Source: an optimization exercise on an open RTL-to-GDS flow (aim: small area). Production flows keep margins and buffers that such runs may drop. Where RTL was checked, it was by simulation tests only, not by an equivalence proof against the original. The RTL of run 1 was laid out without a check of its function. Power is estimated from default activity; no workload was simulated.

**config.mk**
```make
export PLATFORM = sky130hd
export DESIGN_NAME = i2c_mem
export DESIGN_NICKNAME = i2c_mem
export VERILOG_FILES = /design/flow/design.v
export SDC_FILE = /design/flow/constraint.sdc
export NUM_CORES = 4
export LEC_CHECK = 0
export CAP_MARGIN = 20
export CORE_AREA = 4 4 236 236
export DIE_AREA = 0 0 240 240
export SLEW_MARGIN = 20
export SYNTH_HIERARCHICAL = 1
```
**constraint.sdc**
```tcl
create_clock -name core_clock -period 6.0 [get_ports {wr_clk}]
set_input_delay 1.2000 -clock core_clock [delete_from_list [all_inputs] [get_ports {wr_clk}]]
set_output_delay 1.2000 -clock core_clock [all_outputs]
set_load 0.01 [all_outputs]
```
**design.v**
```verilog
package i2c_mem_pkg;
  localparam int DATA_W = 8;
  localparam int ADDR_W = 6;
  localparam int REGS_PER_BANK = 8;
  localparam int NUM_BANKS     = 4;
  localparam int NUM_REGS      = NUM_BANKS * REGS_PER_BANK;
  localparam int STATUS_BASE = 32;
  localparam int NUM_STATUS  = 2;
  typedef logic [DATA_W-1:0] data_t;
  typedef logic [ADDR_W-1:0] addr_t;
endpackage
`timescale 1ns/1ns
module i2c_mem_bit_nxt (
  input  logic go,
  input  logic hold,
  input  logic wd,
  input  logic q,
  input  logic init,
  input  logic laen,
  input  logic rst,
  output logic nxt
);
  logic wr_n;     
  logic init_n;   
  assign wr_n   = ~((go & wd) | (hold & q));
  assign init_n = ~(init & (laen | rst));
  assign nxt    = ~(init_n & (laen | wr_n));
endmodule
module i2c_mem_reg_bank (
  input  logic [i2c_mem_pkg::REGS_PER_BANK-1:0]                   rst_r,
  input  logic [i2c_mem_pkg::REGS_PER_BANK-1:0]                   wr_go,
  input  logic [i2c_mem_pkg::REGS_PER_BANK-1:0]                   wr_hold,
  input  i2c_mem_pkg::data_t                                      wr_data,
  input  logic [i2c_mem_pkg::REGS_PER_BANK*i2c_mem_pkg::DATA_W-1:0] rf_init,
  input  logic [i2c_mem_pkg::REGS_PER_BANK*i2c_mem_pkg::DATA_W-1:0] rf_laen,
  input  logic [i2c_mem_pkg::REGS_PER_BANK*i2c_mem_pkg::DATA_W-1:0] rf_data,
  output logic [i2c_mem_pkg::REGS_PER_BANK*i2c_mem_pkg::DATA_W-1:0] rf_next
);
  localparam int NUM_R = i2c_mem_pkg::REGS_PER_BANK;
  localparam int DW    = i2c_mem_pkg::DATA_W;
  for (genvar r = 0; r < NUM_R; r++)
  begin : g_reg
    for (genvar b = 0; b < DW; b++)
    begin : g_bit
      i2c_mem_bit_nxt i_nxt (
        .go   (wr_go[r]),
        .hold (wr_hold[r]),
        .wd   (wr_data[b]),
        .q    (rf_data[r*DW+b]),
        .init (rf_init[r*DW+b]),
        .laen (rf_laen[r*DW+b]),
        .rst  (rst_r[r]),
        .nxt  (rf_next[r*DW+b])
      );
    end
  end
endmodule
`timescale 1ns/1ns
module i2c_mem_rd_ao3 (
  input  logic [2:0] sel,
  input  logic [2:0] dat,
  output logic       y_n
);
  assign y_n = ~(|(sel & dat));
endmodule
module i2c_mem_rd_mux (
  input  i2c_mem_pkg::addr_t                                         rd_addr,
  input  logic [i2c_mem_pkg::NUM_REGS*i2c_mem_pkg::DATA_W-1:0]       regs,
  input  logic [i2c_mem_pkg::NUM_STATUS*i2c_mem_pkg::DATA_W-1:0]     status,
  output i2c_mem_pkg::data_t                                         rd_data
);
  localparam int DW  = i2c_mem_pkg::DATA_W;
  localparam int NR  = i2c_mem_pkg::NUM_REGS;
  localparam int NS  = i2c_mem_pkg::NUM_STATUS;
  localparam int NE  = NR + NS;
  localparam int NG  = NE / 3;            
  localparam int NL  = NE - 3 * NG;        
  localparam int NT  = NG + NL;            
  logic [NE*DW-1:0] src;
  logic [NE-1:0]    sel;
  logic [NT*DW-1:0] grp_n;
  assign src = {status, regs};
  logic [7:0] lo_n;
  logic [4:0] hi_n;    
  i2c_mem_dec3n #(.N(8)) i_lo_dec (.a(rd_addr[2:0]), .y_n(lo_n));
  i2c_mem_dec3n #(.N(5)) i_hi_dec (.a(rd_addr[5:3]), .y_n(hi_n));
  for (genvar k = 0; k < NE; k++)
  begin : g_sel
    if (k < NR)
    begin : g_reg
      i2c_mem_nor2 i_sel (.a(hi_n[k / 8]), .b(lo_n[k % 8]), .y(sel[k]));
    end
    else
    begin : g_status
      i2c_mem_nor2 i_sel (
        .a (hi_n[i2c_mem_pkg::STATUS_BASE / 8]),
        .b (lo_n[(i2c_mem_pkg::STATUS_BASE + k - NR) % 8]),
        .y (sel[k])
      );
    end
  end
  for (genvar b = 0; b < DW; b++)
  begin : g_bit
    for (genvar g = 0; g < NG; g++)
    begin : g_grp
      i2c_mem_rd_ao3 i_ao3 (
        .sel ({sel[3*g+2], sel[3*g+1], sel[3*g]}),
        .dat ({src[(3*g+2)*DW+b], src[(3*g+1)*DW+b], src[(3*g)*DW+b]}),
        .y_n (grp_n[b*NT+g])
      );
    end
    for (genvar l = 0; l < NL; l++)
    begin : g_left
      assign grp_n[b*NT+NG+l] = ~(sel[3*NG+l] & src[(3*NG+l)*DW+b]);
    end
    assign rd_data[b] = ~(&grp_n[b*NT +: NT]);
  end
endmodule
`timescale 1ns/1ns
module i2c_mem_nor2 (
  input  logic a,
  input  logic b,
  output logic y
);
  assign y = ~(a | b);
endmodule
module i2c_mem_inv (
  input  logic a,
  output logic y
);
  assign y = ~a;
endmodule
module i2c_mem_nand3 (
  input  logic a,
  input  logic b,
  input  logic c,
  output logic y
);
  assign y = ~(a & b & c);
endmodule
module i2c_mem_nand4 (
  input  logic a,
  input  logic b,
  input  logic c,
  input  logic d,
  output logic y
);
  assign y = ~(a & b & c & d);
endmodule
module i2c_mem_dec3n #(
  parameter int N = 8
) (
  input  logic [2:0]   a,
  output logic [N-1:0] y_n
);
  logic [2:0] a_n;
  for (genvar b = 0; b < 3; b++)
  begin : g_inv
    i2c_mem_inv i_inv (.a(a[b]), .y(a_n[b]));
  end
  for (genvar i = 0; i < N; i++)
  begin : g_out
    i2c_mem_nand3 i_nand (
      .a (i[0] ? a[0] : a_n[0]),
      .b (i[1] ? a[1] : a_n[1]),
      .c (i[2] ? a[2] : a_n[2]),
      .y (y_n[i])
    );
  end
endmodule
module i2c_mem_wr_sel (
  input  logic bank_n,
  input  logic idx_n,
  input  logic rst,
  output logic go,
  output logic hold,
  output logic rst_r
);
  i2c_mem_nor2 i_go   (.a(bank_n), .b(idx_n), .y(go));
  i2c_mem_nor2 i_hold (.a(go),     .b(rst),   .y(hold));
  i2c_mem_nor2 i_rst  (.a(go),     .b(hold),  .y(rst_r));
endmodule
module i2c_mem (
  input  logic                                                                     wr_clk,
  input  logic                                                                     rst,
  input  logic                                                                     wr_en,
  input  logic [i2c_mem_pkg::ADDR_W-1:0]                                           wr_addr,
  input  logic [i2c_mem_pkg::ADDR_W-1:0]                                           rd_addr,
  input  logic [i2c_mem_pkg::DATA_W-1:0]                                           wr_data,
  input  logic [(i2c_mem_pkg::NUM_REGS+i2c_mem_pkg::NUM_STATUS)*i2c_mem_pkg::DATA_W-1:0] rf_init,
  input  logic [i2c_mem_pkg::NUM_REGS*i2c_mem_pkg::DATA_W-1:0]                     rf_laen,
  output logic [i2c_mem_pkg::DATA_W-1:0]                                           rd_data,
  output logic [i2c_mem_pkg::NUM_REGS*i2c_mem_pkg::DATA_W-1:0]                     rf_data
);
  localparam int RPB = i2c_mem_pkg::REGS_PER_BANK;
  localparam int DW  = i2c_mem_pkg::DATA_W;
  localparam int BW  = RPB * DW;
  localparam int NB  = i2c_mem_pkg::NUM_BANKS;
  localparam int NR  = i2c_mem_pkg::NUM_REGS;
  logic [NB-1:0]    bank_n;    
  logic [RPB-1:0]   idx_n;     
  logic [NR-1:0]    wr_go;
  logic [NR-1:0]    wr_hold;
  logic [NR-1:0]    rst_r;
  logic [NR*DW-1:0] rf_next;
  logic       wr_low;      
  logic [1:0] wa_n;        
  i2c_mem_nor2 i_wr_low (.a(rst), .b(wr_addr[5]), .y(wr_low));
  i2c_mem_inv  i_wa3_n  (.a(wr_addr[3]), .y(wa_n[0]));
  i2c_mem_inv  i_wa4_n  (.a(wr_addr[4]), .y(wa_n[1]));
  for (genvar g = 0; g < NB; g++)
  begin : g_bank_dec
    i2c_mem_nand4 i_bank_n (
      .a (wr_en),
      .b (wr_low),
      .c (g[0] ? wr_addr[3] : wa_n[0]),
      .d (g[1] ? wr_addr[4] : wa_n[1]),
      .y (bank_n[g])
    );
  end
  i2c_mem_dec3n #(.N(RPB)) i_idx_dec (.a(wr_addr[2:0]), .y_n(idx_n));
  for (genvar r = 0; r < NR; r++)
  begin : g_wr
    i2c_mem_wr_sel i_sel (
      .bank_n (bank_n[r / RPB]),
      .idx_n  (idx_n[r % RPB]),
      .rst    (rst),
      .go     (wr_go[r]),
      .hold   (wr_hold[r]),
      .rst_r  (rst_r[r])
    );
  end
  for (genvar g = 0; g < NB; g++)
  begin : g_bank
    i2c_mem_reg_bank i_bank (
      .rst_r    (rst_r[g*RPB +: RPB]),
      .wr_go    (wr_go[g*RPB +: RPB]),
      .wr_hold  (wr_hold[g*RPB +: RPB]),
      .wr_data  (wr_data),
      .rf_init  (rf_init[g*BW +: BW]),
      .rf_laen  (rf_laen[g*BW +: BW]),
      .rf_data  (rf_data[g*BW +: BW]),
      .rf_next  (rf_next[g*BW +: BW])
    );
  end
  always_ff @(posedge wr_clk)
    rf_data <= rf_next;
  i2c_mem_rd_mux i_rd_mux (
    .rd_addr (rd_addr),
    .regs    (rf_data),
    .status  (rf_init[i2c_mem_pkg::STATUS_BASE*DW +: i2c_mem_pkg::NUM_STATUS*DW]),
    .rd_data (rd_data)
  );
endmodule
```
**flow/run.sh**
```bash
#!/bin/bash
# Standard ORFS layout with three changes to how the layout is made:
#  - pins may sit on neighbouring tracks, so that the 815 ports fit a small die;
#  - the port buffers are the smallest buffer cell;
#  - the clock tree uses clkbuf_8 for clusters of up to 16 registers and no dummy loads.
# Each ORFS step keeps its own log under orfs/logs/; make's output goes to flow.log.
set -o pipefail
bash standard.sh \
  'PLACE_PINS_ARGS=-min_distance 1 -min_distance_in_tracks' \
  'BUFFER_PORTS_ARGS=-buffer_cell sky130_fd_sc_hd__buf_1' \
  'CTS_ARGS=-sink_clustering_enable -repair_clock_nets -dont_use_dummy_load -buf_list {sky130_fd_sc_hd__clkbuf_8} -root_buf sky130_fd_sc_hd__clkbuf_8 -sink_clustering_size 16 -sink_clustering_max_diameter 100' \
  finish > flow.log 2>&1
```
**standard.sh**
```bash
#!/bin/bash
# synth_recipe.tcl (not shown) runs the flow's synth.tcl, then flattens the netlist and writes it again
# the make line also repeats each setting of config.mk as NAME=value (left out here)
make -C /OpenROAD-flow-scripts/flow DESIGN_CONFIG=/design/flow/config.mk WORK_HOME=/design/flow/orfs CLKGATE_MAP_FILE= SYNTH_SCRIPT=/design/flow/synth_recipe.tcl "${@:-finish}"
```
==> results.json, run 1 <==
{
  "run_status": "complete, no violations",
  "async_reset_ff_share_pct": 0,
  "largest_register_ffs": 256,
  "io_pins": 815,
  "synth_top_area_share_pct": 44.98,
  "path_delay_family": "compound AO/OA/AOI/OAI gates",
  "synth_top_area_cell": "dfxtp_1",
  "grt_use_total_pct": 28.40,
  "cts_setup_buffers": 0,
  "firstDrtPassIters": 10,
  "clock_latency_ns": 0.60,
  "cp.arrival_ns": 3.40,
  "hold_viol_final": 0,
  "setup-violations-final": 0,
  "yosysUniqueCellTypes": 11,
  "ir_drop_v": 0.0001395,
  "top_regs": "rf_data x256",
  "critPathSlowestCell": "a222oi_1",
  "yosysSeqAreaShare_pct": 44.98,
  "slew_violations": 0,
  "coreArea_mm2": 0.05297,
  "worstMarginPinSlew_ns": 0.8198,
  "worstPathMaxFanout": 8,
  "routed_wl_um": 88270,
  "grt_pass1_wl_um": 118700,
  "h-tree-depth": 1,
  "worst_setup_path_end_kind": "output port",
  "fin_ws_ns": 1.396,
  "ys.warnings.count": 7,
  "first_global_vias": 16210,
  "slowest_delay_ns": 0.50,
  "fin_area_mm2": 0.01579,
  "synth.cell_area_mm2": 0.01139,
  "layout.nets": 2715,
  "regMostFlops": "rf_data",
  "powerDensity_mw_per_mm2": 243.5,
  "dr_total_vias": 17090,
  "synth_area_leaders": "dfxtp_1, a22oi_1, o21ai_0, o21ai_1, a222oi_1",
  "cts.sinks": 256,
  "area_growth_pct": 38.59,
  "place_area_mm2": 0.01544,
  "start_util_pct": 21.51,
  "rows": 84,
  "die-area_mm2": 0.05760,
  "synth_edf_count": 0,
  "hold_slack_ns": 0.6049,
  "worst-path-buf-inv": 3,
  "finalNonFillerCells": 2880,
  "hold_path.class": "reg2reg",
  "ys_ff_latch": 256,
  "finalSetupTns_ns": 0,
  "min_period_ns": 4.604,
  "finalPower_mw": 3.845,
  "antenna_found_initial": 29,
  "cts_max_path_buffers": 3,
  "cts_hold_buf": 0,
  "path_clk_slew_ns": 0.11,
  "cts_resized": 0,
  "grt_max_degree": 33,
  "place.gp.congestion": 1.078,
  "critPathRequiredTime_ns": 4.80,
  "dpl_worst_slack_ns": 1.494,
  "ys.flop_type": "dfxtp_1",
  "period_share_pct": 76.74,
  "timing.fmax_mhz": 217.2,
  "netlist_instances": 1312,
  "start_kind": "primary input",
  "timing.slew.headroom_pct": 45.15,
  "root_buffer": "clkbuf_8",
  "dp_hpwl_um": 70980,
  "io_buffers": 814,
  "ant_nets": 0,
  "drt_iter0_drc": 2264,
  "routed_via_density": 5.933,
  "cts_tree": "done",
  "leakagePower_nw": 5.049,
  "path_cells": "buf_1, inv_1, nand3_1, nor2_1, a222oi_1, nand3_1, a2111o_1, buf_1",
  "syn_avg_cell_area_um2": 8.685,
  "fin_skew_ns": 0,
  "drc": 0,
  "utilization_pct": 29.81,
  "grt.overflow.total": 0,
  "die_h_um": 240,
  "critPathKind": "in2out",
  "cap_viol_max_count": 0,
  "dp_cells": 2830,
  "routedWlPerCell_um": 30.65,
  "die_x_um": 240,
  "synth_fp_nets": 1863,
  "ys_top_cells_by_count": "a22oi_1, dfxtp_1, o21ai_0, o21ai_1, nor2_1",
  "fillers": 5900,
  "rsz0062_at_grt": "no",
  "numCtsBuffers": 20,
  "drive_above_1_share_pct": 2.128
}
report_power, final:
group          switching [mW]  leakage (nW)  internal, mW
clock                   0.622         0.144         0.300
combinational           0.523          2.75         0.276
sequential              0.270          2.16          1.85
worst reg2reg max path: stages, from the launching register on:
cell and delay (ns):
dfxtp_1 0.57, a22oi_1 0.13, o21ai_1 0.18
per-layer routing:
layer | part of all wire, % | vias up | global-route usage (%)
li1 | - | 7193 | -
met3 | 11 | 331 | 7.444
met4 | 7.5 | 10 | 17.37
met1 | 39 | 8028 | 36.10
met2 | 42 | 1525 | 43.10
met5 | 0.069 | - | 0
modules after synthesis, one instance, submodules excluded, a selection:
module,cells,area (um2)
i2c_mem_inv,1,3.754
i2c_mem_nand4,1,6.256
i2c_mem_rd_mux,33,241.5
i2c_mem,256,5125
i2c_mem_bit_nxt,3,17.52
i2c_mem_rd_ao3,1,10.01
i2c_mem_nor2,1,3.754
final cells by class:
class | instances | area, um2 | share of cell area [%]
clock buffers | 20 | 275.3 | 1.743
flip-flops and latches | 256 | 5125 | 32.45
diodes | 30 | 75.07 | 0.4754
inverters | 11 | 41.29 | 0.2615
multi-input cells | 1044 | 6217 | 39.37
repair buffers | 831 | 3197 | 20.24
well taps | 688 | 860.8 | 5.451
logic make-up after synthesis:
| kind of cell | synth area share (%) |
|---|---|
| AO/OA/AOI/OAI | 47.88 |
| buffers and inverters | 0.4612 |
| flip-flops | 44.98 |
| AND/OR/NAND/NOR | 6.687 |
worst paths after layout:
path / slack [ns] / startpoint / cells past startpoint / to
max: 1.40 / rd_addr[0] / 8 / rd_data[7]
min: 0.60 / rf_data[10] / 2 / rf_data[10]
max reg2reg: 5.05 / rf_data[216] / 2 / rf_data[216]
min reg2reg: 0.60 / rf_data[10] / 2 / rf_data[10]
placed cells by master (no fill, tap or decap):
master	n
dfxtp_1	256
o21ai_0	256
buf_1	805
o21ai_1	256
clkbuf_2	8
clkbuf_8	20
clkbuf_4	1
buf_4	17
inv_1	11
diode_2	30
nand4_1	20
a2111o_1	8
a22oi_1	256
a222oi_1	88
nor2_1	131
nand3_1	29
==> run 2: changes to the inputs <==
--- a/design.v
+++ b/design.v
@@ -174,10 +174,8 @@
   input  logic rst,
   output logic go,
-  output logic hold,
-  output logic rst_r
+  output logic hold
 );
   i2c_mem_nor2 i_go   (.a(bank_n), .b(idx_n), .y(go));
   i2c_mem_nor2 i_hold (.a(go),     .b(rst),   .y(hold));
-  i2c_mem_nor2 i_rst  (.a(go),     .b(hold),  .y(rst_r));
 endmodule
 module i2c_mem (
@@ -227,7 +225,11 @@
       .rst    (rst),
       .go     (wr_go[r]),
-      .hold   (wr_hold[r]),
-      .rst_r  (rst_r[r])
-    );
+      .hold   (wr_hold[r])
+    );
+  end
+  for (genvar r = 0; r < NR; r += 2)
+  begin : g_rst
+    i2c_mem_nor2 i_rst (.a(wr_go[r]), .b(wr_hold[r]), .y(rst_r[r]));
+    assign rst_r[r+1] = rst_r[r];
   end
   for (genvar g = 0; g < NB; g++)
==> flow/run.sh (replaced) <==
#!/bin/bash
# Standard ORFS layout with these changes to how the layout is made:
#  - pins may sit on neighbouring tracks, so that the 815 ports fit a small die;
#  - the port buffers are the smallest buffer cell;
#  - the clock tree uses clkbuf_8 for clusters of up to 16 registers and no dummy loads;
#  - after synthesis (run unchanged), the large buffers are kept out of the
#    resizer's repairs, so that it buffers long nets with small buffers.
# Each ORFS step keeps its own log under orfs/logs/; make's output goes to synth.log and flow.log.
set -o pipefail
PLATFORM_DONT_USE='sky130_fd_sc_hd__probe_p_8 sky130_fd_sc_hd__probec_p_8 sky130_fd_sc_hd__lpflow_bleeder_1 sky130_fd_sc_hd__lpflow_clkbufkapwr_1 sky130_fd_sc_hd__lpflow_clkbufkapwr_16 sky130_fd_sc_hd__lpflow_clkbufkapwr_2 sky130_fd_sc_hd__lpflow_clkbufkapwr_4 sky130_fd_sc_hd__lpflow_clkbufkapwr_8 sky130_fd_sc_hd__lpflow_clkinvkapwr_1 sky130_fd_sc_hd__lpflow_clkinvkapwr_16 sky130_fd_sc_hd__lpflow_clkinvkapwr_2 sky130_fd_sc_hd__lpflow_clkinvkapwr_4 sky130_fd_sc_hd__lpflow_clkinvkapwr_8 sky130_fd_sc_hd__lpflow_decapkapwr_12 sky130_fd_sc_hd__lpflow_decapkapwr_3 sky130_fd_sc_hd__lpflow_decapkapwr_4 sky130_fd_sc_hd__lpflow_decapkapwr_6 sky130_fd_sc_hd__lpflow_decapkapwr_8 sky130_fd_sc_hd__lpflow_inputiso0n_1 sky130_fd_sc_hd__lpflow_inputiso0p_1 sky130_fd_sc_hd__lpflow_inputiso1n_1 sky130_fd_sc_hd__lpflow_inputiso1p_1 sky130_fd_sc_hd__lpflow_inputisolatch_1 sky130_fd_sc_hd__lpflow_isobufsrc_1 sky130_fd_sc_hd__lpflow_isobufsrc_16 sky130_fd_sc_hd__lpflow_isobufsrc_2 sky130_fd_sc_hd__lpflow_isobufsrc_4 sky130_fd_sc_hd__lpflow_isobufsrc_8 sky130_fd_sc_hd__lpflow_isobufsrckapwr_16 sky130_fd_sc_hd__lpflow_lsbuf_lh_hl_isowell_tap_1 sky130_fd_sc_hd__lpflow_lsbuf_lh_hl_isowell_tap_2 sky130_fd_sc_hd__lpflow_lsbuf_lh_hl_isowell_tap_4 sky130_fd_sc_hd__lpflow_lsbuf_lh_isowell_4 sky130_fd_sc_hd__lpflow_lsbuf_lh_isowell_tap_1 sky130_fd_sc_hd__lpflow_lsbuf_lh_isowell_tap_2 sky130_fd_sc_hd__lpflow_lsbuf_lh_isowell_tap_4'
bash standard.sh synth > synth.log 2>&1 || exit 1
bash standard.sh \
  "DONT_USE_CELLS=$PLATFORM_DONT_USE sky130_fd_sc_hd__buf_4 sky130_fd_sc_hd__buf_6 sky130_fd_sc_hd__buf_8 sky130_fd_sc_hd__buf_12 sky130_fd_sc_hd__buf_16 sky130_fd_sc_hd__bufbuf_8 sky130_fd_sc_hd__bufbuf_16 sky130_fd_sc_hd__clkbuf_4 sky130_fd_sc_hd__clkbuf_16" \
  'PLACE_PINS_ARGS=-min_distance 1 -min_distance_in_tracks' \
  'BUFFER_PORTS_ARGS=-buffer_cell sky130_fd_sc_hd__buf_1' \
  'CTS_ARGS=-sink_clustering_enable -repair_clock_nets -dont_use_dummy_load -buf_list {sky130_fd_sc_hd__clkbuf_8} -root_buf sky130_fd_sc_hd__clkbuf_8 -sink_clustering_size 16 -sink_clustering_max_diameter 100' \
  finish > flow.log 2>&1
==> run 2 against run 1 <==
  * Still clean
  * Global-route usage down 1.1 points
  * Non-clock buffer count up 1
  * Synthesized cell count down 1.2%
  * Largest power group unchanged
==> results.json, run 2 <==
{
  "period_share_pct": 86.81,
  "p_seq_share_pct": 54.4,
  "cap_viol_max_count": 0,
  "ys.flop_type": "dfxtp_1",
  "register_area_mm2": 0.005125,
  "die_x_um": 240,
  "r2r_start": "rf_data[0]",
  "finalNonFillerCells": 2855,
  "path_clk_slew_ns": 0.11,
  "h-tree-depth": 1,
  "p_comb_share_pct": 21.4,
  "finalPower_mw": 3.788,
  "cp.arrival_ns": 4.01,
  "die-area_mm2": 0.05760,
  "ys_ff_latch": 256,
  "wl_met3_um": 9747,
  "worstPathMaxFanout": 8,
  "dpl_worst_slack_ns": 0.8689,
  "fin_ws_ns": 0.7912,
  "grt.overflow.total": 0,
  "yosysSeqAreaShare_pct": 45.21,
  "timing.slew.headroom_pct": 17.24,
  "dp_hpwl_um": 69160,
  "synth_edf_count": 0,
  "setup-violations-final": 0,
  "run_status": "complete, no violations",
  "multi_input_area_mm2": 0.006162,
  "root_buffer": "clkbuf_8",
  "r2r_slack_ns": 5.03,
  "final_cell_mix": "buf_1, a22oi_1, o21ai_0, o21ai_1, dfxtp_1",
  "clkPwrFrac_pct": 24.2,
  "cts_setup_buffers": 0,
  "ys.warnings.count": 7,
  "worstMarginPinSlew_ns": 1.241,
  "final_common_cell": "buf_1",
  "synth_top_area_share_pct": 45.21,
  "utilization_pct": 29.55,
  "worst-path-buf-inv": 3,
  "layout.nets": 2700,
  "whs_endpoint": "rf_data[231]",
  "min_period_ns": 5.209,
  "finalSetupTns_ns": 0,
  "reg2reg_depth": 2,
  "fillers": 5892,
  "path_common_cell": "buf_1",
  "coreArea_mm2": 0.05297,
  "syn_avg_cell_area_um2": 8.746,
  "dr_total_vias": 16760,
  "numCtsBuffers": 20,
  "clock_latency_ns": 0.57,
  "grt_max_degree": 23,
  "reg2reg_to": "rf_data[0]",
  "dp_cells": 2815,
  "area_growth_pct": 38.09,
  "crit_start": "rd_addr[2]",
  "wl_met2_um": 36700,
  "start_util_pct": 21.40,
  "synth_top_area_cell": "dfxtp_1",
  "netlist_instances": 1296,
  "regMostFlops": "rf_data",
  "worst_setup_path_end_kind": "output port",
  "cts_max_path_buffers": 3,
  "cts_resized": 0,
  "drive_above_1_share_pct": 1.584,
  "hold_viol_final": 0,
  "firstDrtPassIters": 9,
  "die_h_um": 240,
  "routed_via_density": 5.871,
  "synth_fp_nets": 1847,
  "synth.cell_area_mm2": 0.01133,
  "timing.hold.worst_path_depth": 2,
  "wl_met1_um": 32720,
  "cts_tree": "done",
  "place.gp.congestion": 1.023,
  "min_from": "rf_data[231]",
  "leakagePower_nw": 4.967,
  "io_pins": 815,
  "timing.fmax_mhz": 192.0,
  "routed_wl_um": 85390,
  "largest_register_ffs": 256,
  "grt_use_total_pct": 27.32,
  "fin_skew_ns": 0,
  "yosysUniqueCellTypes": 11,
  "top_regs": "rf_data x256",
  "drt_iter0_drc": 2182,
  "path_delay_family": "compound AO/OA/AOI/OAI gates",
  "p_int_mw": 2.427,
  "slowest_delay_ns": 0.69,
  "powerDensity_mw_per_mm2": 242.0,
  "top_layer": "met5",
  "drc": 0,
  "ir_drop_v": 0.0001261,
  "fin_area_mm2": 0.01565,
  "critPathKind": "in2out",
  "io_buffers": 814,
  "switchingPower_mw": 1.361,
  "rsz0062_at_grt": "no",
  "hold_slack_ns": 0.5893,
  "slew_violations": 0,
  "path_cells": "buf_1, inv_1, nand3_1, nor2_1, a222oi_1, nand4_1, a2111o_1, buf_1",
  "cts_hold_buf": 0,
  "ys_top_cells_by_count": "a22oi_1, dfxtp_1, o21ai_0, o21ai_1, nor2_1",
  "rows": 84,
  "place_area_mm2": 0.01532,
  "start_kind": "primary input",
  "ant_nets": 0,
  "async_reset_ff_share_pct": 0,
  "sw_frac_of_total_pct": 35.93,
  "grt_pass1_wl_um": 115400,
  "routedWlPerCell_um": 29.91,
  "antenna_found_initial": 19,
  "hold_path.class": "reg2reg",
  "critPathSlowestCell": "a222oi_1",
  "synth_area_leaders": "dfxtp_1, a22oi_1, o21ai_0, o21ai_1, a222oi_1",
  "critPathRequiredTime_ns": 4.80,
  "first_global_vias": 16170,
  "cts.sinks": 256
}
## run 2: worst min-delay path: stages, from the launching register on
cell,delay (ns)
dfxtp_1,0.37
a22oi_1,0.08
o21ai_1,0.11
## run 2: area by class of cell
cell class	count	share of cell area [%]
Antenna cell	20	0.3197
Clock buffer	20	1.759
Inverter	11	0.2638
Multi-Input combinational cell	1028	39.37
Sequential cell	256	32.74
Tap cell	688	5.500
Timing Repair Buffer	832	20.05
## run 2: cells by family (layout without fill, tap and decap cells)
logic type / after synthesis / count (layout) / share of synthesized area [%]
AOI/OAI and AO/OA: 864 / 864 / 48.13
buffers and inverters: 12 / 863 / 0.4636
DFF: 256 / 256 / 45.21
other: 0 / 20 / 0
and+or+nand+nor: 164 / 164 / 6.193
## run 2: worst max path at each step
stage	to	slack (ns)	cells after the start
after CTS	rd_data[4]	0.87	8
after floorplan	rd_data[1]	2.33	6
after global routing	rd_data[4]	0.78	8
after global placement	rd_data[7]	0.91	8
after detailed placement	rd_data[4]	0.87	8
final	rd_data[7]	0.79	8
## run 2: routing by layer
layer / vias to the layer above / global-route usage [%]
li1: 7114 / -
met1: 7761 / 34.68
met2: 1584 / 42.15
met3: 299 / 6.504
met4: 4 / 16.40
met5: - / 0
## run 2: Yosys stat by module, one instance, submodules excluded, excerpt
| module | copies in the design | flip-flops and latches | area, um2 |
|---|---|---|---|
| i2c_mem | 1 | 256 | 5125 |
| i2c_mem_inv | 11 | 0 | 3.754 |
| i2c_mem_nand3 | 21 | 0 | 5.005 |
| i2c_mem_nand4 | 4 | 0 | 6.256 |
| i2c_mem_nor2 | 115 | 0 | 3.754 |
| i2c_mem_rd_ao3 | 88 | 0 | 10.01 |
| i2c_mem_rd_mux | 1 | 0 | 241.5 |
## run 2: power by group through the flow
stage	logic (mW)	registers [mW]	clock network [mW]
after floorplan	0.249	2.06	0
after global placement	0.796	2.09	0
after detailed placement	0.792	2.09	0
after CTS	0.795	2.05	0.944
after global routing	0.871	2.07	0.995
final	0.812	2.06	0.917
==> run 3: changes to the inputs <==
--- a/flow/run.sh
+++ b/flow/run.sh
@@ -3,5 +3,5 @@
 #  - pins may sit on neighbouring tracks, so that the 815 ports fit a small die;
 #  - the port buffers are the smallest buffer cell;
-#  - the clock tree uses clkbuf_8 for clusters of up to 16 registers and no dummy loads;
+#  - the clock tree uses clkbuf_8 for clusters of up to 15 registers and no dummy loads;
 #  - after synthesis (run unchanged), the large buffers are kept out of the
 #    resizer's repairs, so that it buffers long nets with small buffers.
@@ -14,4 +14,4 @@
   'PLACE_PINS_ARGS=-min_distance 1 -min_distance_in_tracks' \
   'BUFFER_PORTS_ARGS=-buffer_cell sky130_fd_sc_hd__buf_1' \
-  'CTS_ARGS=-sink_clustering_enable -repair_clock_nets -dont_use_dummy_load -buf_list {sky130_fd_sc_hd__clkbuf_8} -root_buf sky130_fd_sc_hd__clkbuf_8 -sink_clustering_size 16 -sink_clustering_max_diameter 100' \
+  'CTS_ARGS=-sink_clustering_enable -repair_clock_nets -dont_use_dummy_load -buf_list {sky130_fd_sc_hd__clkbuf_8} -root_buf sky130_fd_sc_hd__clkbuf_8 -sink_clustering_size 15 -sink_clustering_max_diameter 100' \
   finish > flow.log 2>&1
--- a/config.mk
+++ b/config.mk
@@ -7,6 +7,6 @@
 export LEC_CHECK = 0
 export CAP_MARGIN = 20
-export CORE_AREA = 4 4 236 236
-export DIE_AREA = 0 0 240 240
+export CORE_AREA = 4 4 256 256
+export DIE_AREA = 0 0 260 260
 export SLEW_MARGIN = 20
 export SYNTH_HIERARCHICAL = 1
==> run 3 against run 2 <==
  * Still clean on timing, DRC and antenna
  * Core utilization fell by 4.3 points
  * Via count fell by 1.5%
  * Combinational power fell by 2.8%
  * Hold slack got worse by 0.0090 ns
  * Global-route usage fell by 4.5 points
  * Cell area rose by 1.7%
  * Clock skew did not move
==> results.json, run 3 <==
{
  "critPathSlowestCell": "a222oi_1",
  "finalSetupTns_ns": 0,
  "drc": 0,
  "layout.nets": 2705,
  "ys.warnings.count": 7,
  "p_int_mw": 2.454,
  "multi_input_area_mm2": 0.006162,
  "top_regs": "rf_data x256",
  "dp_cells": 2976,
  "p_seq_share_pct": 54.2,
  "worstMarginPinSlew_ns": 1.110,
  "synth_edf_count": 0,
  "largest_register_ffs": 256,
  "area_growth_pct": 40.41,
  "crit_cells": 8,
  "cts_max_path_buffers": 3,
  "synth_top_area_share_pct": 45.21,
  "regMostFlops": "rf_data",
  "drt_iter0_drc": 2317,
  "first_global_vias": 15400,
  "dp_hpwl_um": 68120,
  "firstDrtPassIters": 9,
  "grt_pass1_wl_um": 112500,
  "netlist_instances": 1296,
  "yosysUniqueCellTypes": 11,
  "min_period_ns": 5.059,
  "io_pins": 815,
  "routedWlPerCell_um": 27.79,
  "cts_tree": "done",
  "ant_nets": 0,
  "ys.flop_type": "dfxtp_1",
  "routed_wl_um": 84100,
  "hold_path.class": "reg2reg",
  "rsz0062_at_grt": "no",
  "path_cells": "buf_1, inv_1, nand3_1, nor2_1, a222oi_1, nand4_1, a2111o_1, buf_1",
  "synth_area_leaders": "dfxtp_1, a22oi_1, o21ai_0, o21ai_1, a222oi_1",
  "grt_use_total_pct": 22.84,
  "critPathKind": "in2out",
  "use_met3_pct": 5.833,
  "cts_setup_buffers": 0,
  "worst-path-buf-inv": 3,
  "final_cell_mix": "buf_1, a22oi_1, o21ai_0, o21ai_1, dfxtp_1",
  "syn_avg_cell_area_um2": 8.746,
  "io_buffers": 814,
  "timing.hold.worst_path_depth": 2,
  "coreArea_mm2": 0.06297,
  "antenna_found_initial": 28,
  "root_buffer": "clkbuf_8",
  "final_common_cell": "buf_1",
  "cts_resized": 0,
  "h-tree-depth": 1,
  "grt-busiest-layer": "met2",
  "die-area_mm2": 0.06760,
  "cp.arrival_ns": 3.86,
  "dr_total_vias": 16520,
  "cts.sinks": 256,
  "synth.cell_area_mm2": 0.01133,
  "powerDensity_mw_per_mm2": 239.3,
  "place.gp.congestion": 0.9936,
  "ys_ff_latch": 256,
  "register_area_mm2": 0.005125,
  "clock_latency_ns": 0.60,
  "async_reset_ff_share_pct": 0,
  "worstPathMaxFanout": 8,
  "path_clk_slew_ns": 0.10,
  "leakagePower_nw": 4.998,
  "switchingPower_mw": 1.354,
  "rows": 92,
  "grt.overflow.total": 0,
  "drive_above_1_share_pct": 1.905,
  "grtUsageMet1_pct": 28.65,
  "synth_top_area_cell": "dfxtp_1",
  "period_share_pct": 84.31,
  "slew_violations": 0,
  "timing.fmax_mhz": 197.7,
  "grt_use_met2_pct": 35.88,
  "worst_setup_path_end_kind": "output port",
  "sw_frac_of_total_pct": 35.56,
  "path_delay_family": "compound AO/OA/AOI/OAI gates",
  "setup-violations-final": 0,
  "critPathRequiredTime_ns": 4.80,
  "yosysSeqAreaShare_pct": 45.21,
  "die_x_um": 260,
  "cap_viol_max_count": 0,
  "numCtsBuffers": 22,
  "die_h_um": 260,
  "finalNonFillerCells": 3026,
  "slowest_delay_ns": 0.70,
  "cts_hold_buf": 0,
  "fin_skew_ns": 0,
  "timing.slew.headroom_pct": 25.75,
  "grt_max_degree": 24,
  "run_status": "complete, no violations",
  "ys_top_cells_by_count": "a22oi_1, dfxtp_1, o21ai_0, o21ai_1, nor2_1",
  "p_comb_share_pct": 20.7,
  "ir_drop_v": 0.0001398,
  "start_kind": "primary input",
  "fillers": 7172,
  "synth_fp_nets": 1847,
  "clkPwrFrac_pct": 25.0,
  "hold_viol_final": 0,
  "start_util_pct": 18.00,
  "path_common_cell": "buf_1",
  "reg2reg_depth": 2,
  "routed_via_density": 5.458
}
## run 3: cell type report
type / instances / share of cell area, %
multi-input cells: 1028 / 38.72
well taps: 846 / 6.651
repair buffers: 835 / 19.83
flip-flops and latches: 256 / 32.20
diodes: 28 / 0.4403
inverters: 11 / 0.2594
clock buffers: 22 / 1.903
## run 3: power groups by stage
stage / clock network (mW) / registers [mW] / logic (mW)
after CTS: 0.979 / 2.06 / 0.778
after global routing: 1.03 / 2.07 / 0.856
after global placement: 0 / 2.11 / 0.773
final: 0.953 / 2.07 / 0.789
after detailed placement: 0 / 2.10 / 0.775
after floorplan: 0 / 2.06 / 0.249
## run 3: kinds of logic (layout without fill, tap and decap cells)
kind of cell    Yosys count  after routing  share of synthesized area (%)
buf+inv                  12            868                         0.4636
flops                   256            256                          45.21
other cells               0             28                              0
simple gates            164            164                          6.193
compound gates          864            864                          48.13
## run 3: tightest hold or removal path, stage by stage (launching register included)
cell,delay [ns]
dfxtp_1,0.37
a22oi_1,0.07
o21ai_1,0.11
## run 3: final timing paths
path | start | endpoint | slack (ns)
worst max-delay path | rd_addr[4] | rd_data[2] | 0.94
worst min-delay path | rf_data[154] | rf_data[154] | 0.58
worst max register to register | rf_data[35] | rf_data[35] | 5.13
worst min register to register | rf_data[154] | rf_data[154] | 0.58
## run 3: stage by stage
stage	util (%)	worst slack [ns]	hold slack [ns]	power [mW]	area [um2]
2_1_floorplan	-	2.333	0.5793	2.313	11330
3_3_place_gp	24.66	0.7889	0.5496	2.879	15530
3_5_place_dp	24.68	0.7623	0.5487	2.871	15540
4_1_cts	25.16	0.7583	0.5738	3.815	15840
5_1_grt	25.25	0.6614	0.6252	3.958	15900
6_report	25.28	0.9413	0.5803	3.809	15920
## run 3: metal layers
| metal | share of wire [%] | wire (um) |
|---|---|---|
| met4 | 6.5 | 5490 |
| met3 | 11 | 9056 |
| met5 | 0.015 | 13 |
| met1 | 39 | 33020 |
| met2 | 43 | 36520 |
## run 3: per-module statistics from Yosys (local to each module, per instance), a selection
module | area [um2] | times used | flops+latches
i2c_mem | 5125 | 1 | 256
i2c_mem_bit_nxt | 17.52 | 256 | 0
i2c_mem_inv | 3.754 | 11 | 0
i2c_mem_nand3 | 5.005 | 21 | 0
i2c_mem_nand4 | 6.256 | 4 | 0
i2c_mem_nor2 | 3.754 | 115 | 0
i2c_mem_rd_ao3 | 10.01 | 88 | 0
i2c_mem_rd_mux | 241.5 | 1 | 0
==> run 4: changes to the inputs <==
--- a/config.mk
+++ b/config.mk
@@ -7,6 +7,6 @@
 export LEC_CHECK = 0
 export CAP_MARGIN = 20
-export CORE_AREA = 4 4 256 256
-export DIE_AREA = 0 0 260 260
+export CORE_AREA = 4 4 216 216
+export DIE_AREA = 0 0 220 220
 export SLEW_MARGIN = 20
 export SYNTH_HIERARCHICAL = 1
==> run 4 against run 3 <==
  * Sequential power barely moved
  * Combinational power up 1%
  * Core utilization increased by 10 points
  * Fmax rose by 0.17%
  * Still clean
  * Worst setup slack gained 0.0084 ns
  * Largest cell class unchanged
  * Hold slack worse by 0.011 ns
  * Cell area decreased by 1.7%
==> results.json, run 4 <==
{
  "clock_latency_ns": 0.59,
  "ir_drop_v": 0.0001477,
  "final_common_cell": "buf_1",
  "grt_pass1_wl_um": 111000,
  "synth_edf_count": 0,
  "synth_fp_nets": 1847,
  "synth_top_area_share_pct": 45.21,
  "timing.fmax_mhz": 198.0,
  "critPathRequiredTime_ns": 4.80,
  "syn_avg_cell_area_um2": 8.746,
  "die-area_mm2": 0.04840,
  "p_seq_share_pct": 54.2,
  "yosysUniqueCellTypes": 11,
  "grt.overflow.total": 0,
  "yosys.area_share.simple_pct": 6.193,
  "final_cell_mix": "buf_1, a22oi_1, o21ai_0, o21ai_1, dfxtp_1",
  "path_clk_slew_ns": 0.11,
  "rows": 77,
  "cts_tree": "done",
  "ys.warnings.count": 7,
  "fillers": 4932,
  "period_share_pct": 84.17,
  "netlist_instances": 1296,
  "worst_setup_path_end_kind": "output port",
  "cts_setup_buffers": 0,
  "io_buffers": 814,
  "yosysSeqAreaShare_pct": 45.21,
  "cts_max_path_buffers": 3,
  "hold_viol_final": 0,
  "cap_viol_max_count": 0,
  "hold_path.class": "reg2reg",
  "layout.nets": 2699,
  "clkPwrFrac_pct": 24.7,
  "critPathSlowestCell": "a222oi_1",
  "fin_ws_ns": 0.9497,
  "dpl_worst_slack_ns": 0.9068,
  "place.gp.congestion": 1.066,
  "ys_ff_latch": 256,
  "start_util_pct": 25.58,
  "cts_hold_buf": 0,
  "cts.sinks": 256,
  "start_kind": "primary input",
  "cp.arrival_ns": 3.85,
  "slowest_delay_ns": 0.83,
  "grt_max_degree": 33,
  "largest_register_ffs": 256,
  "rsz0062_at_grt": "no",
  "routed_wl_um": 83740,
  "root_buffer": "clkbuf_8",
  "r2r_slack_ns": 5.11,
  "synthAdderAreaFrac_pct": 0,
  "leakagePower_nw": 4.975,
  "dr_total_vias": 17180,
  "synth_top_area_cell": "dfxtp_1",
  "coreArea_mm2": 0.04432,
  "antenna_found_initial": 55,
  "die_x_um": 220,
  "io_pins": 815,
  "p_int_mw": 2.441,
  "critPathKind": "in2out",
  "routed_via_density": 6.148,
  "path_delay_family": "compound AO/OA/AOI/OAI gates",
  "synth.cell_area_mm2": 0.01133,
  "sw_frac_of_total_pct": 35.38,
  "synth_top_family_by_area": "compound AO/OA/AOI/OAI gates",
  "fin_skew_ns": 0,
  "setup-violations-final": 0,
  "firstDrtPassIters": 12,
  "p_comb_share_pct": 21.1,
  "timing.slew.headroom_pct": 27.20,
  "switchingPower_mw": 1.336,
  "ant_nets": 0,
  "worstPathMaxFanout": 8,
  "drive_above_1_share_pct": 1.631,
  "synth_area_leaders": "dfxtp_1, a22oi_1, o21ai_0, o21ai_1, a222oi_1",
  "powerDensity_mw_per_mm2": 241.5,
  "ys.flop_type": "dfxtp_1",
  "die_h_um": 220,
  "synth-compound-area-share_pct": 48.13,
  "async_reset_ff_share_pct": 0,
  "worst-path-buf-inv": 3,
  "path_common_cell": "buf_1",
  "run_status": "complete, no violations",
  "grt_use_total_pct": 31.54,
  "synth_xor_xnor_area_share_pct": 0,
  "regMostFlops": "rf_data",
  "dp_hpwl_um": 65870,
  "worstMarginPinSlew_ns": 1.092,
  "min_period_ns": 5.050,
  "first_global_vias": 16020,
  "ys_top_cells_by_count": "a22oi_1, dfxtp_1, o21ai_0, o21ai_1, nor2_1",
  "slew_violations": 0,
  "cts_resized": 0,
  "drt_iter0_drc": 2441,
  "numCtsBuffers": 21,
  "path_cells": "buf_1, inv_1, nand3_1, nor2_1, a222oi_1, nand4_1, a2111o_1, buf_1",
  "h-tree-depth": 1,
  "area_growth_pct": 37.98,
  "synth_mux_area_share_pct": 0,
  "finalSetupTns_ns": 0,
  "drc": 0,
  "top_regs": "rf_data x256",
  "routedWlPerCell_um": 29.96
}
[run 4: cell counts after synthesis]
Identical to the previous run, type by type.
[run 4: routing by layer]
metal	part of all wire (%)	GRT usage [%]
met4	9.8	25.89
met2	47	50.84
met3	8.7	6.619
met5	0.11	0
met1	35	35.86
[run 4: metrics by stage]
stage          instances  power (mW)  instance area [um2]  utilization, %  hold slack [ns]
6_report            2795       3.777                15640           35.29           0.5697
5_1_grt             2785       3.915                15620           35.23           0.5956
4_1_cts             2738       3.784                15490           34.96           0.5711
3_5_place_dp        2717       2.850                15210           34.31           0.5437
3_3_place_gp        2717       2.853                15190           34.28           0.5387
2_1_floorplan       1296       2.313                11330               -           0.5793
[run 4: final timing paths]
check | endpoint | cells past startpoint | startpoint
worst max-delay path | rd_data[0] | 8 | rd_addr[2]
worst min-delay path | rf_data[36] | 2 | rf_data[36]
worst max register to register | rf_data[0] | 2 | rf_data[0]
worst min register to register | rf_data[36] | 2 | rf_data[36]
[run 4: cell type report]
type / instances / area, um2 / area share (%)
flip-flops and latches: 256 / 5125 / 32.77
multi-input cells: 1028 / 6162 / 39.40
inverters: 11 / 41.29 / 0.2640
well taps: 592 / 740.7 / 4.736
clock buffers: 21 / 289.0 / 1.848
diodes: 57 / 142.6 / 0.9120
repair buffers: 830 / 3139 / 20.07
[run 4: cells by family after synthesis]
logic type	count (synthesis)
AOI/OAI and AO/OA	864
buffers and inverters	12
DFF	256
and+or+nand+nor	164
[run 4: worst register-to-register path, stage by stage (launching register included)]
cell and delay, ns:
dfxtp_1 0.48, a22oi_1 0.16, o21ai_1 0.19
[run 4: Yosys stat by module (local to each module, per instance), a selection]
module,copies in the design,cells,cell area [um2]
i2c_mem_nand4,4,1,6.256
i2c_mem_rd_ao3,88,1,10.01
i2c_mem_inv,11,1,3.754
i2c_mem_bit_nxt,256,3,17.52
i2c_mem_nor2,115,1,3.754
i2c_mem_rd_mux,1,33,241.5
i2c_mem_nand3,21,1,5.005
i2c_mem,1,256,5125
[run 4: power groups by stage]
stage	Combinational (mW)	Clock [mW]	Sequential [mW]
after detailed placement	0.774	0	2.08
after global placement	0.772	0	2.08
after CTS	0.776	0.970	2.04
final	0.797	0.932	2.05
after floorplan	0.249	0	2.06
after global routing	0.856	1.00	2.06
==> run 5: changes to the inputs <==
--- a/config.mk
+++ b/config.mk
@@ -7,6 +7,6 @@
 export LEC_CHECK = 0
 export CAP_MARGIN = 20
-export CORE_AREA = 4 4 216 216
-export DIE_AREA = 0 0 220 220
+export CORE_AREA = 4 4 236 236
+export DIE_AREA = 0 0 240 240
 export SLEW_MARGIN = 20
 export SYNTH_HIERARCHICAL = 1
==> run 5 against run 4 <==
  * Still clean
  * Total power rose by 0.87%
  * Routed wire length rose by 2.1%
  * Combinational power rose by 2%
  * Count of clock-buffer cells in the layout did not move
  * Largest cell class unchanged
==> results.json, run 5 <==
{
  "routed_wl_um": 85460,
  "drt_iter0_drc": 2095,
  "synth_area_leaders": "dfxtp_1, a22oi_1, o21ai_0, o21ai_1, a222oi_1",
  "netlist_instances": 1296,
  "timing.fmax_mhz": 190.0,
  "switchingPower_mw": 1.369,
  "cts_setup_buffers": 0,
  "clkPwrFrac_pct": 24.6,
  "yosysSeqAreaShare_pct": 45.21,
  "synth.cell_area_mm2": 0.01133,
  "ys.flop_type": "dfxtp_1",
  "grt_pass1_wl_um": 115600,
  "ys_ff_latch": 256,
  "run_status": "complete, no violations",
  "regMostFlops": "rf_data",
  "antenna_found_initial": 18,
  "dp_cells": 2815,
  "critPathRequiredTime_ns": 4.80,
  "min_period_ns": 5.264,
  "final_cell_mix": "buf_1, a22oi_1, o21ai_0, o21ai_1, dfxtp_1",
  "routedWlPerCell_um": 29.93,
  "sw_frac_of_total_pct": 35.92,
  "h-tree-depth": 1,
  "async_reset_ff_share_pct": 0,
  "synth_top_area_share_pct": 45.21,
  "layout.nets": 2702,
  "ys_top_cells_by_count": "a22oi_1, dfxtp_1, o21ai_0, o21ai_1, nor2_1",
  "die_x_um": 240,
  "dr_total_vias": 16840,
  "first_global_vias": 16190,
  "ant_nets": 0,
  "io_buffers": 814,
  "grt.overflow.total": 0,
  "cts.sinks": 256,
  "area_growth_pct": 38.28,
  "yosysUniqueCellTypes": 11,
  "synth_edf_count": 0,
  "cap_viol_max_count": 0,
  "fin_skew_ns": 0,
  "top_regs": "rf_data x256",
  "worstMarginPinSlew_ns": 1.260,
  "routed_via_density": 5.899,
  "p_int_mw": 2.441,
  "largest_register_ffs": 256,
  "clock_latency_ns": 0.59,
  "fillers": 5871,
  "setup-violations-final": 0,
  "die-area_mm2": 0.05760,
  "cts_resized": 0,
  "synth_top_area_cell": "dfxtp_1",
  "rows": 84,
  "io_pins": 815,
  "utilization_pct": 29.59,
  "finalNonFillerCells": 2855,
  "coreArea_mm2": 0.05297,
  "rsz0062_at_grt": "no",
  "hold_path.class": "reg2reg",
  "grt_use_total_pct": 27.35,
  "ys.warnings.count": 7,
  "cts_tree": "done",
  "p_comb_share_pct": 21.3,
  "register_area_mm2": 0.005125,
  "path_clk_slew_ns": 0.10,
  "timing.slew.headroom_pct": 16.00,
  "worst_setup_path_end_kind": "output port",
  "finalSetupTns_ns": 0,
  "cts_max_path_buffers": 3,
  "worstPathMaxFanout": 8,
  "start_kind": "primary input",
  "p_seq_share_pct": 54.0,
  "drc": 0,
  "synth_fp_nets": 1847,
  "powerDensity_mw_per_mm2": 243.1,
  "dp_hpwl_um": 69160,
  "finalPower_mw": 3.810,
  "critPathKind": "in2out",
  "multi_input_area_mm2": 0.006162,
  "hold_viol_final": 0,
  "period_share_pct": 87.73,
  "place.gp.congestion": 1.023,
  "firstDrtPassIters": 9,
  "grt_max_degree": 23,
  "numCtsBuffers": 21,
  "die_h_um": 240,
  "root_buffer": "clkbuf_8",
  "drive_above_1_share_pct": 1.629,
  "cp.arrival_ns": 4.06,
  "cts_hold_buf": 0,
  "ir_drop_v": 0.0001290,
  "final_common_cell": "buf_1",
  "syn_avg_cell_area_um2": 8.746,
  "slew_violations": 0,
  "leakagePower_nw": 4.978,
  "start_util_pct": 21.40
}
[run 5: cell counts after synthesis]
Identical to the previous run, type by type.
[run 5: stage by stage]
| stage | hold WS, ns | setup slack, ns | cell area, um2 |
|---|---|---|---|
| 4_1_cts | 0.5832 | 0.8680 | 15610 |
| 3_3_place_gp | 0.5557 | 0.9139 | 15320 |
| 6_report | 0.5874 | 0.7360 | 15670 |
| 3_5_place_dp | 0.5595 | 0.8689 | 15320 |
| 2_1_floorplan | 0.5793 | 2.333 | 11330 |
| 5_1_grt | 0.6108 | 0.7656 | 15670 |
[run 5: cells by family after synthesis]
logic type	Yosys count	synth area share [%]
buf+inv	12	0.4636
simple gates	164	6.193
compound gates	864	48.13
flops	256	45.21
[run 5: critical path, stage by stage]
cell,delay (ns)
buf_1,0.18
inv_1,0.12
nand3_1,0.35
nor2_1,0.33
a222oi_1,0.73
nand4_1,0.43
a2111o_1,0.55
buf_1,0.17
[run 5: layout make-up]
cell class | instances | share of cell area [%]
Antenna cell | 18 | 0.2874
Clock buffer | 21 | 1.844
Inverter | 11 | 0.2634
Multi-Input combinational cell | 1028 | 39.32
Sequential cell | 256 | 32.70
Tap cell | 688 | 5.492
Timing Repair Buffer | 833 | 20.10
[run 5: worst paths after layout]
check                from            to  slack (ns)  depth (start not counted)
max            rd_addr[1]    rd_data[4]        0.74                          8
min reg2reg  rf_data[182]  rf_data[182]        0.59                          2
min          rf_data[182]  rf_data[182]        0.59                          2
max reg2reg    rf_data[0]    rf_data[0]        5.05                          2
[run 5: power groups by stage]
stage               Combinational (mW)  Clock (mW)  Sequential, mW
global route                     0.872        1.01            2.06
global placement                 0.796           0            2.09
floorplan                        0.249           0            2.06
CTS                              0.795       0.971            2.05
finish                           0.813       0.938            2.06
detailed placement               0.792           0            2.09
[run 5: Yosys stat by module (local to each module, per instance), a selection]
module | copies in the design | flops+latches | cells | cell area (um2)
i2c_mem_bit_nxt | 256 | 0 | 3 | 17.52
i2c_mem_inv | 11 | 0 | 1 | 3.754
i2c_mem_nand3 | 21 | 0 | 1 | 5.005
i2c_mem_nor2 | 115 | 0 | 1 | 3.754
i2c_mem_rd_ao3 | 88 | 0 | 1 | 10.01
i2c_mem_rd_mux | 1 | 0 | 33 | 241.5
[run 5: metal layers]
layer	up-vias	wire [um]	GRT usage [%]
met1	7812	32770	34.52
met4	4	6469	16.39
li1	7136	-	-
met5	-	27	0
met2	1577	36460	42.30
met3	312	9730	6.722
==> run 6: changes to the inputs <==
--- a/flow/run.sh
+++ b/flow/run.sh
@@ -11,5 +11,5 @@
 bash standard.sh synth > synth.log 2>&1 || exit 1
 bash standard.sh \
-  "DONT_USE_CELLS=$PLATFORM_DONT_USE sky130_fd_sc_hd__buf_4 sky130_fd_sc_hd__buf_6 sky130_fd_sc_hd__buf_8 sky130_fd_sc_hd__buf_12 sky130_fd_sc_hd__buf_16 sky130_fd_sc_hd__bufbuf_8 sky130_fd_sc_hd__bufbuf_16 sky130_fd_sc_hd__clkbuf_4 sky130_fd_sc_hd__clkbuf_16" \
+  "DONT_USE_CELLS=$PLATFORM_DONT_USE sky130_fd_sc_hd__buf_4 sky130_fd_sc_hd__buf_6 sky130_fd_sc_hd__buf_8 sky130_fd_sc_hd__buf_12 sky130_fd_sc_hd__buf_16 sky130_fd_sc_hd__bufbuf_8 sky130_fd_sc_hd__bufbuf_16 sky130_fd_sc_hd__clkbuf_4 sky130_fd_sc_hd__clkbuf_16 sky130_fd_sc_hd__clkbuf_2 sky130_fd_sc_hd__buf_2" \
   'PLACE_PINS_ARGS=-min_distance 1 -min_distance_in_tracks' \
   'BUFFER_PORTS_ARGS=-buffer_cell sky130_fd_sc_hd__buf_1' \
==> run 6 against run 5 <==
  * Largest cell class unchanged
  * Total power grew 0.14%
  * Cell area grew 0.48%
  * Critical path type unchanged
  * Still clean on timing, DRC and antenna
  * Cell count is 0.25% higher
  * Highest routed layer is now met4
  * Non-clock buffer count up 1
  * Fmax up 1.8%
==> results.json, run 6 <==
{
  "finalNonFillerCells": 2862,
  "cap_viol_max_count": 0,
  "whs_endpoint": "rf_data[231]",
  "cts_hold_buf": 0,
  "dr_total_vias": 16760,
  "fin_skew_ns": 0,
  "cts_resized": 0,
  "async_reset_ff_share_pct": 0,
  "ant_nets": 0,
  "fin_area_mm2": 0.01575,
  "reg2reg_depth": 2,
  "finalSetupTns_ns": 0,
  "min_from": "rf_data[231]",
  "dp_cells": 2817,
  "grt_max_degree": 23,
  "path_cells": "buf_1, inv_1, nand3_1, nor2_1, a222oi_1, nand4_1, a2111o_1, buf_1",
  "critPathSlowestCell": "a222oi_1",
  "powerDensity_mw_per_mm2": 242.3,
  "slew_violations": 0,
  "layout.nets": 2703,
  "regMostFlops": "rf_data",
  "firstDrtPassIters": 8,
  "place.gp.congestion": 0.9973,
  "start_util_pct": 21.40,
  "synth_top_area_share_pct": 45.21,
  "run_status": "complete, no violations",
  "clock_latency_ns": 0.59,
  "ys.flop_type": "dfxtp_1",
  "ys.warnings.count": 7,
  "die_x_um": 240,
  "cts_max_path_buffers": 3,
  "path_clk_slew_ns": 0.11,
  "routed_wl_um": 85010,
  "io_buffers": 814,
  "synth_edf_count": 0,
  "antenna_found_initial": 18,
  "yosysSeqAreaShare_pct": 45.21,
  "timing.slew.headroom_pct": 18.97,
  "critPathRequiredTime_ns": 4.80,
  "top_regs": "rf_data x256",
  "period_share_pct": 86.17,
  "multi_input_area_mm2": 0.006162,
  "ir_drop_v": 0.0001599,
  "r2r_slack_ns": 5.13,
  "setup-violations-final": 0,
  "synth_top_area_cell": "dfxtp_1",
  "fillers": 5838,
  "hold_path.class": "reg2reg",
  "coreArea_mm2": 0.05297,
  "routed_via_density": 5.855,
  "grt_use_total_pct": 27.06,
  "min_period_ns": 5.170,
  "yosysUniqueCellTypes": 11,
  "grt.overflow.total": 0,
  "final_cell_mix": "buf_1, a22oi_1, o21ai_0, o21ai_1, dfxtp_1",
  "hold_slack_ns": 0.5707,
  "cts_tree": "done",
  "largest_register_ffs": 256,
  "die_h_um": 240,
  "place_area_mm2": 0.01540,
  "syn_avg_cell_area_um2": 8.746,
  "timing.fmax_mhz": 193.4,
  "leakagePower_nw": 4.975,
  "synth_area_leaders": "dfxtp_1, a22oi_1, o21ai_0, o21ai_1, a222oi_1",
  "netlist_instances": 1296,
  "reg2reg_to": "rf_data[19]",
  "r2r_start": "rf_data[19]",
  "worstMarginPinSlew_ns": 1.215,
  "synth_fp_nets": 1847,
  "timing.hold.worst_path_depth": 2,
  "drt_iter0_drc": 2073,
  "root_buffer": "clkbuf_8",
  "drive_above_1_share_pct": 1.488,
  "routedWlPerCell_um": 29.70,
  "start_kind": "primary input",
  "hold_viol_final": 0,
  "grt_pass1_wl_um": 114300,
  "slowest_delay_ns": 0.69,
  "critPathKind": "in2out",
  "worst_setup_path_end_kind": "output port",
  "synth.cell_area_mm2": 0.01133,
  "rsz0062_at_grt": "no",
  "cp.arrival_ns": 3.97,
  "rows": 84,
  "numCtsBuffers": 21,
  "ys_ff_latch": 256,
  "cts_setup_buffers": 0,
  "h-tree-depth": 1,
  "io_pins": 815,
  "die-area_mm2": 0.05760,
  "cts.sinks": 256,
  "drc": 0,
  "dp_hpwl_um": 69090,
  "area_growth_pct": 38.95,
  "register_area_mm2": 0.005125,
  "final_common_cell": "buf_1",
  "worstPathMaxFanout": 8,
  "path_common_cell": "buf_1",
  "ys_top_cells_by_count": "a22oi_1, dfxtp_1, o21ai_0, o21ai_1, nor2_1",
  "first_global_vias": 16000
}
[run 6: worst max path at each step]
stage / start / end / slack (ns) / cells past startpoint
4_1_cts: rd_addr[4] / rd_data[7] / 0.81 / 8
5_1_grt: rd_addr[2] / rd_data[0] / 0.77 / 8
6_report: rd_addr[5] / rd_data[7] / 0.83 / 8
2_1_floorplan: rd_addr[5] / rd_data[1] / 2.33 / 6
3_3_place_gp: rd_addr[4] / rd_data[7] / 0.89 / 8
3_5_place_dp: rd_addr[4] / rd_data[7] / 0.81 / 8
[run 6: layout make-up]
class	instances	area share [%]
Inverter	11	0.2622
Clock buffer	21	1.835
Antenna cell	24	0.3813
Tap cell	688	5.466
Multi-Input combinational cell	1028	39.13
Sequential cell	256	32.54
Timing Repair Buffer	834	20.39
[run 6: worst max-delay path, delay by kind of cell]
| family | cells | cell delay (ns) |
|---|---|---|
| compound gates | 2 | 1.23 |
| buf+inv | 3 | 0.38 |
| simple gates | 3 | 1.15 |
[run 6: cell families after synthesis]
logic type,share of synthesized area [%]
AO/OA/AOI/OAI,48.13
flip-flops,45.21
AND/OR/NAND/NOR,6.193
buffers and inverters,0.4636
[run 6: Yosys stat by module (local to each module, per instance), a selection]
module / copies in the design / flops+latches / cell area, um2 / cells inside
i2c_mem_bit_nxt: 256 / 0 / 17.52 / 3
i2c_mem_nand3: 21 / 0 / 5.005 / 1
i2c_mem_inv: 11 / 0 / 3.754 / 1
i2c_mem: 1 / 256 / 5125 / 256
i2c_mem_nor2: 115 / 0 / 3.754 / 1
i2c_mem_rd_ao3: 88 / 0 / 10.01 / 1
i2c_mem_rd_mux: 1 / 0 / 241.5 / 33
i2c_mem_nand4: 4 / 0 / 6.256 / 1
[run 6: where the power goes]
group | switching (mW) | leakage (nW) | internal [mW]
sequential | 0.206 | 2.16 | 1.85
combinational | 0.531 | 2.67 | 0.278
clock | 0.634 | 0.151 | 0.314
total | 1.37 | 4.97 | 2.44
[run 6: metrics by stage]
step	setup WS [ns]	power (mW)	util (%)
after floorplan	2.333	2.313	-
final	0.8297	3.815	29.73
after global routing	0.7707	3.950	29.70
after CTS	0.8063	3.813	29.61
after detailed placement	0.8078	2.879	29.07
after global placement	0.8873	2.882	29.04
[run 6: per-layer routing]
metal  share of wire, %  vias up  GRT usage, %
li1                   -     7147             -
met3                 11      289         6.366
met2                 42     1514         41.76
met1                 39     7806         34.30
met5                  0        -             0
met4                7.4        0         16.46

-- separate check: timing with driven ports --
The results above use ideal ports. As a check the final layouts listed here were re-extracted and re-timed, cells and wires unchanged.
Step 1 sets driving cells, clkbuf_16 on the clock port and buf_2 on the other inputs (assumed; they add their load-dependent delay and slew).
Step 2, shift: input delay + t, output delay - t, t = (earliest + latest rising clock arrival at the registers) / 2. This alone moves slack from input paths to output paths.
Slacks: ideal ports / drivers / drivers and shift; pairs: ideal ports / drivers.
run	shift t [ns]	setup WS [ns]	clock arrival spread, ns	worst data-port slew with drivers (ns)
run 1	0.639	1.396 / 1.269 / 1.269	0.050 / 0.049	0.16
run 2	0.634	0.791 / 0.693 / 0.693	0.042 / 0.042	0.12
run 3	0.651	0.941 / 0.837 / 0.837	0.057 / 0.058	0.17
run 4	0.610	0.950 / 0.868 / 0.868	0.078 / 0.078	0.20
run 5	0.642	0.736 / 0.638 / 0.638	0.038 / 0.038	0.12
run 6	0.655	0.830 / 0.737 / 0.737	0.061 / 0.061	0.12
After both steps every run listed still meets setup and hold. The setup slack of run 1, which loses most, moves by -0.127 ns with the drivers and by -0.127 ns with both steps.
